Source: an optimization exercise on an open RTL-to-GDS flow (aim: small area). Production flows keep margins and buffers that such runs may drop.
Where RTL was checked, it was by simulation tests only, not by an equivalence proof against the original.
Power and IR drop assume default switching activity.

rev 12:
==> flow/design.v <==
module gshare_predictor #(
    parameter int HISTORY_BITS = 8,
    parameter int BTB_ENTRIES  = 16
) (
    input  logic                    clk,
    input  logic                    rst,
    input  logic                    fetch_valid,
    input  logic                    fetch_fire,
    input  logic [31:0]             fetch_pc,
    output logic                    pred_valid,
    output logic                    pred_taken,
    output logic [31:0]             pred_target,
    output logic [HISTORY_BITS-1:0] pred_index,
    input  logic                    commit_valid,
    input  logic                    commit_pred_valid,
    input  logic [HISTORY_BITS-1:0] commit_index,
    input  logic                    commit_taken,
    input  logic [31:0]             commit_pc,
    input  logic [31:0]             commit_target,
    input  logic                    flush
);
    localparam int BI          = $clog2(BTB_ENTRIES);
    localparam int PHT_ENTRIES = 1 << HISTORY_BITS;
    localparam int TAG_W       = 32 - BI - 2;
    logic [PHT_ENTRIES-1:0]  pht_dir_r;
    logic [PHT_ENTRIES-1:0]  pht_str_r;
    logic [BTB_ENTRIES-1:0]  btb_valid_r;
    logic [TAG_W-1:0]        btb_tag_r    [0:BTB_ENTRIES-1];
    logic [31:0]             btb_target_r [0:BTB_ENTRIES-1];
    logic [HISTORY_BITS-1:0] spec_ghr_r;
    logic [HISTORY_BITS-1:0] arch_ghr_r;
    logic [HISTORY_BITS-1:0] idx_s;
    logic [BI-1:0]           fetch_set_s;
    logic [TAG_W-1:0]        fetch_tag_s;
    logic                    hit_s;
    logic [HISTORY_BITS-1:0] arch_next_s;
    logic [BI-1:0]           commit_set_s;
    logic [TAG_W-1:0]        commit_tag_s;
    logic                    unused_s;
    assign unused_s     = ^{fetch_pc[1:0], commit_pc[1:0]};
    assign commit_set_s = commit_pc[BI+1:2];
    assign commit_tag_s = commit_pc[31:BI+2];
    assign fetch_set_s = fetch_pc[BI+1:2];
    assign fetch_tag_s = fetch_pc[31:BI+2];
    assign idx_s       = fetch_pc[HISTORY_BITS+1:2] ^ spec_ghr_r;
    logic [BTB_ENTRIES-1:0]  fset_oh_s;
    logic [TAG_W-1:0]        rd_tag_s;
    logic [31:0]             rd_target_s;
    logic                    rd_valid_s;
    always_comb begin
        for (int s = 0; s < BTB_ENTRIES; s++) fset_oh_s[s] = (fetch_set_s == s);
        rd_tag_s    = '0;
        rd_target_s = '0;
        rd_valid_s  = 1'b0;
        for (int s = 0; s < BTB_ENTRIES; s++) begin
            rd_tag_s    = rd_tag_s    | ({TAG_W{fset_oh_s[s]}} & btb_tag_r[s]);
            rd_target_s = rd_target_s | ({32{fset_oh_s[s]}} & btb_target_r[s]);
            rd_valid_s  = rd_valid_s  | (fset_oh_s[s] & btb_valid_r[s]);
        end
    end
    assign hit_s       = rd_valid_s && (rd_tag_s == fetch_tag_s);
    assign pred_valid  = fetch_valid & hit_s;
    assign pred_taken  = fetch_valid & hit_s & pht_dir_r[idx_s];
    assign pred_index  = fetch_valid ? idx_s : {HISTORY_BITS{1'b0}};
    assign pred_target = hit_s ? rd_target_s : 32'h0000_0000;
    assign arch_next_s = (commit_valid && commit_pred_valid) ?
                         {arch_ghr_r[HISTORY_BITS-2:0], commit_taken} : arch_ghr_r;
    always_ff @(posedge clk or posedge rst) begin
        if (rst) begin
            spec_ghr_r <= {HISTORY_BITS{1'b0}};
            arch_ghr_r <= {HISTORY_BITS{1'b0}};
        end else begin
            arch_ghr_r <= arch_next_s;
            if (flush) begin
                spec_ghr_r <= arch_next_s;
            end else if (fetch_fire && pred_valid) begin
                spec_ghr_r <= {spec_ghr_r[HISTORY_BITS-2:0], pred_taken};
            end
        end
    end
    always_ff @(posedge clk or posedge rst) begin
        if (rst) begin
            pht_dir_r <= {PHT_ENTRIES{1'b0}};
            pht_str_r <= {PHT_ENTRIES{1'b0}};
        end else begin
            for (int i = 0; i < PHT_ENTRIES; i++) begin
                if (commit_valid && commit_index == i) begin
                    pht_str_r[i] <= (commit_taken == pht_dir_r[i]);
                    if (!pht_str_r[i]) pht_dir_r[i] <= commit_taken;
                end
            end
        end
    end
    always_ff @(posedge clk or posedge rst) begin
        if (rst) begin
            btb_valid_r <= {BTB_ENTRIES{1'b0}};
        end else if (commit_valid && commit_taken) begin
            btb_valid_r[commit_set_s] <= 1'b1;
        end
    end
    always_ff @(posedge clk) begin
        if (commit_valid && commit_taken) begin
            btb_tag_r[commit_set_s]    <= commit_tag_s;
            btb_target_r[commit_set_s] <= commit_target;
        end
    end
endmodule
Settings: LEC_CHECK=0, CAP_MARGIN=20, CORE_MARGIN=2, CORE_UTILIZATION=40, CTS_CLUSTER_DIAMETER=100, CTS_CLUSTER_SIZE=28, SETUP_SLACK_MARGIN=0.3, SLEW_MARGIN=20; clock period 7.0 ns.
standard.sh (not shown) runs the stock make flow with config.mk's settings and CLKGATE_MAP_FILE= SYNTH_SCRIPT=/design/flow/synth_recipe.tcl, a recipe that flattens the netlist after the stock synthesis.
==> flow/flow/run.sh <==
#!/bin/bash
set -euo pipefail
export BUFFER_PORTS_ARGS="-buffer_cell sky130_fd_sc_hd__buf_1"
bash standard.sh > standard.log 2>&1
Changes in rev 13 relative to rev 12:
diff --git a/flow/design.v b/flow/design.v
--- a/flow/design.v
+++ b/flow/design.v
@@ -41,30 +41,15 @@
     assign commit_set_s = commit_pc[BI+1:2];
     assign commit_tag_s = commit_pc[31:BI+2];
     assign fetch_set_s = fetch_pc[BI+1:2];
     assign fetch_tag_s = fetch_pc[31:BI+2];
     assign idx_s       = fetch_pc[HISTORY_BITS+1:2] ^ spec_ghr_r;
-    logic [BTB_ENTRIES-1:0]  fset_oh_s;
-    logic [TAG_W-1:0]        rd_tag_s;
-    logic [31:0]             rd_target_s;
-    logic                    rd_valid_s;
-    always_comb begin
-        for (int s = 0; s < BTB_ENTRIES; s++) fset_oh_s[s] = (fetch_set_s == s);
-        rd_tag_s    = '0;
-        rd_target_s = '0;
-        rd_valid_s  = 1'b0;
-        for (int s = 0; s < BTB_ENTRIES; s++) begin
-            rd_tag_s    = rd_tag_s    | ({TAG_W{fset_oh_s[s]}} & btb_tag_r[s]);
-            rd_target_s = rd_target_s | ({32{fset_oh_s[s]}} & btb_target_r[s]);
-            rd_valid_s  = rd_valid_s  | (fset_oh_s[s] & btb_valid_r[s]);
-        end
-    end
-    assign hit_s       = rd_valid_s && (rd_tag_s == fetch_tag_s);
+    assign hit_s       = btb_valid_r[fetch_set_s] && (btb_tag_r[fetch_set_s] == fetch_tag_s);
     assign pred_valid  = fetch_valid & hit_s;
     assign pred_taken  = fetch_valid & hit_s & pht_dir_r[idx_s];
     assign pred_index  = fetch_valid ? idx_s : {HISTORY_BITS{1'b0}};
-    assign pred_target = hit_s ? rd_target_s : 32'h0000_0000;
+    assign pred_target = hit_s ? btb_target_r[fetch_set_s] : 32'h0000_0000;
     assign arch_next_s = (commit_valid && commit_pred_valid) ?
                          {arch_ghr_r[HISTORY_BITS-2:0], commit_taken} : arch_ghr_r;
     always_ff @(posedge clk or posedge rst) begin
         if (rst) begin
             spec_ghr_r <= {HISTORY_BITS{1'b0}};
### Flow results
Rev 13 ran to completion and came out clean on the timing, design-rule and antenna checks. Wire length shrinks by more than 10% when moving from rev 12 to rev 13. Delta (rev 13 minus rev 12): critical path depth -1, number of buffers created by CTS shrank by 1, share of the core filled with cells dropped 0.52 points. The portion of the clock cycle consumed by the worst path in the final layout of rev 13 falls short of that of rev 12 by 2.4 points.
For rev 12, only the layout was checked, not whether the RTL still works.

========
Setup of run a:
gshare_predictor, a different RTL version from the one above (not shown whole).
Size in the first run: about 150 I/O pins, roughly 55000 um2 of cells after synthesis.
// gshare_predictor
module gshare_predictor #(
    parameter int HISTORY_BITS = 8,
    parameter int BTB_ENTRIES  = 16
) (
    input  logic                    clk,
    input  logic                    rst,
    input  logic                    fetch_valid,
    input  logic                    fetch_fire,
    input  logic [31:0]             fetch_pc,
    output logic                    pred_valid,
    output logic                    pred_taken,
    output logic [31:0]             pred_target,
    output logic [HISTORY_BITS-1:0] pred_index,
    input  logic                    commit_valid,
    input  logic                    commit_pred_valid,
    input  logic [HISTORY_BITS-1:0] commit_index,
    input  logic                    commit_taken,
    input  logic [31:0]             commit_pc,
    input  logic [31:0]             commit_target,
    input  logic                    flush
);
export LEC_CHECK = 0
export CAP_MARGIN = 20
export CORE_MARGIN = 2
export CORE_UTILIZATION = 55
export CTS_CLUSTER_DIAMETER = 100
export CTS_CLUSTER_SIZE = 28
export SETUP_SLACK_MARGIN = 0.3
export SLEW_MARGIN = 20
export SYNTH_HIERARCHICAL = 1
create_clock -name core_clock -period 7.0 [get_ports {clk}]
Scripts as last shown in full above: flow/flow/run.sh
Relative to run a, the following input files were edited for run b:
-- flow/design.v --
<<< run a, line 56
module gshare_predictor_pht_next (
    input  logic row_n,
    input  logic row_dir_n,
    input  logic row_str_n,
    input  logic col_n,
>>> run b, line 56
module gshare_predictor_pht_next (
    input  logic row_n,
    input  logic row_up_n,
    input  logic row_dn_n,
    input  logic row_str_n,
    input  logic col_n,
<<< run a, line 64
    output logic str_nx
);
    logic hold_dir_n, hold_str_n;
    assign hold_dir_n = ~((row_n | col_n) & dir);
    assign dir_nx     = ~(hold_dir_n & (row_dir_n | col_n));
    assign hold_str_n = ~((row_n | col_n) & str);
    assign str_nx     = ~(hold_str_n & (row_str_n | col_n));
endmodule
module gshare_predictor #(
>>> run b, line 65
    output logic str_nx
);
    logic hold_n;
    assign dir_nx = ~((row_up_n | col_n | str) & ~(dir & (row_dn_n | col_n | str)));
    assign hold_n = ~((row_n | col_n) & str);
    assign str_nx = ~(hold_n & (row_str_n | col_n));
endmodule
module gshare_predictor #(
<<< run a, line 177
        end
    end
    logic [15:0]            row_n_s, row_dir_n_s, row_str_n_s, col_n_s;
    logic [15:0]            cidx_lo_oh_s, cidx_hi_oh_s, cpht_grp_s, cstr_grp_s;
    logic                   cdir_s, cstr_s, new_dir_s, new_str_s;
    logic [PHT_ENTRIES-1:0] pht_dir_nx_s, pht_str_nx_s;
    always_comb begin
>>> run b, line 177
        end
    end
    logic [15:0]            row_n_s, row_up_n_s, row_dn_n_s, row_str_n_s, col_n_s;
    logic [15:0]            cidx_lo_oh_s, cidx_hi_oh_s, cpht_grp_s;
    logic                   cdir_s, new_str_s;
    logic [PHT_ENTRIES-1:0] pht_dir_nx_s, pht_str_nx_s;
    always_comb begin
<<< run a, line 188
    end
    for (genvar g = 0; g < 16; g++) begin : g_crd_pht
        logic [1:0] part, spart;
        gshare_predictor_sel16 u_sel  (.d(pht_dir_r[16*g +: 16]), .oh(cidx_lo_oh_s), .y(part));
        gshare_predictor_or2   u_or   (.a(part), .y(cpht_grp_s[g]));
        gshare_predictor_sel16 u_ssel (.d(pht_str_r[16*g +: 16]), .oh(cidx_lo_oh_s), .y(spart));
        gshare_predictor_or2   u_sor  (.a(spart), .y(cstr_grp_s[g]));
    end
    logic [1:0] cdir_part_s, cstr_part_s;
    gshare_predictor_sel16 u_crd_pht (.d(cpht_grp_s), .oh(cidx_hi_oh_s), .y(cdir_part_s));
    gshare_predictor_or2   u_crd_pht_or (.a(cdir_part_s), .y(cdir_s));
    gshare_predictor_sel16 u_crd_str (.d(cstr_grp_s), .oh(cidx_hi_oh_s), .y(cstr_part_s));
    gshare_predictor_or2   u_crd_str_or (.a(cstr_part_s), .y(cstr_s));
    assign new_str_s = (commit_taken == cdir_s);
    assign new_dir_s = cstr_s ? cdir_s : commit_taken;
    always_comb begin
        for (int k = 0; k < 16; k++) begin
            row_n_s[k]     = ~(commit_valid & cidx_hi_oh_s[k]);
            row_dir_n_s[k] = ~(commit_valid & new_dir_s & cidx_hi_oh_s[k]);
            row_str_n_s[k] = ~(commit_valid & new_str_s & cidx_hi_oh_s[k]);
            col_n_s[k]     = ~cidx_lo_oh_s[k];
>>> run b, line 188
    end
    for (genvar g = 0; g < 16; g++) begin : g_crd_pht
        logic [1:0] part;
        gshare_predictor_sel16 u_sel (.d(pht_dir_r[16*g +: 16]), .oh(cidx_lo_oh_s), .y(part));
        gshare_predictor_or2   u_or  (.a(part), .y(cpht_grp_s[g]));
    end
    logic [1:0] cdir_part_s;
    gshare_predictor_sel16 u_crd_pht (.d(cpht_grp_s), .oh(cidx_hi_oh_s), .y(cdir_part_s));
    gshare_predictor_or2   u_crd_pht_or (.a(cdir_part_s), .y(cdir_s));
    assign new_str_s = (commit_taken == cdir_s);
    always_comb begin
        for (int k = 0; k < 16; k++) begin
            row_n_s[k]     = ~(commit_valid & cidx_hi_oh_s[k]);
            row_up_n_s[k]  = ~(commit_valid & commit_taken & cidx_hi_oh_s[k]);
            row_dn_n_s[k]  = ~(commit_valid & ~commit_taken & cidx_hi_oh_s[k]);
            row_str_n_s[k] = ~(commit_valid & new_str_s & cidx_hi_oh_s[k]);
            col_n_s[k]     = ~cidx_lo_oh_s[k];
<<< run a, line 212
        gshare_predictor_pht_next u_nx (
            .row_n    (row_n_s[i/16]),
            .row_dir_n(row_dir_n_s[i/16]),
            .row_str_n(row_str_n_s[i/16]),
            .col_n    (col_n_s[i%16]),
>>> run b, line 208
        gshare_predictor_pht_next u_nx (
            .row_n    (row_n_s[i/16]),
            .row_up_n (row_up_n_s[i/16]),
            .row_dn_n (row_dn_n_s[i/16]),
            .row_str_n(row_str_n_s[i/16]),
            .col_n    (col_n_s[i%16]),
## What came out
Compared with run a, in run b net count after synthesis decreased by 140 relative to the old numbers, fraction of the mapped netlist area in adder cells comparable, wire length shows a reduction of 4600 um, global-route wire length before repair decreased 3.1%. Summary of run b over run a: final design instance area without fill roughly the same; count of placed standard cells including taps saw a decrease; final cell count now sits lower; internal power contribution grew by about 0.5%; sequential share of layout area held. Going from run a to run b, buffer count excluding the clock tree in the final layout now sits lower, setup slack of the critical path after layout now sits higher. | number of gates resized after cts | run b vs run a | 4 lower |. On die area, run b and run a are neck and neck.
No functional check of the RTL was part of run a.

## separate check: timing with driven ports
No port has a modelled driver above. Below, the same layouts with a new extraction and two added sets of constraints. Step 1: set_driving_cell puts a clkbuf_16 on clk and a buf_2 on each other input, an assumption about the parent block. Step 2 adds t to the input delays and takes it off the output delays; t is the mean of the earliest and latest rising clock arrival at the registers after step 1. Input paths then give back, and output paths get back, about the clock's delay inside the block. Three values: no drivers, after step 1, after step 2; two values: the first two.
| run | shift t [ns] | slack for setup (ns) | slew at the worst register clock pin (ns) | worst data-port slew with drivers (ns) | pins driven straight from the clock port |
|---|---|---|---|---|---|
| rev 12 | 0.787 | 0.398 / 0.360 / 0.360 | 0.12 / 0.12 | 0.14 | 1 |
| rev 13 | 0.784 | 0.568 / 0.512 / 0.512 | 0.12 / 0.12 | 0.16 | 1 |
| run a | 0.812 | 0.295 / 0.273 / 0.273 | 0.12 / 0.12 | 0.20 | 1 |
| run b | 0.803 | 0.445 / 0.424 / 0.382 | 0.12 / 0.12 | 0.15 | 1 |
After both steps setup and hold are still met in every run listed. For run b, which loses most, drivers alone change the setup slack by -0.021 ns; drivers and shift together by -0.063 ns.
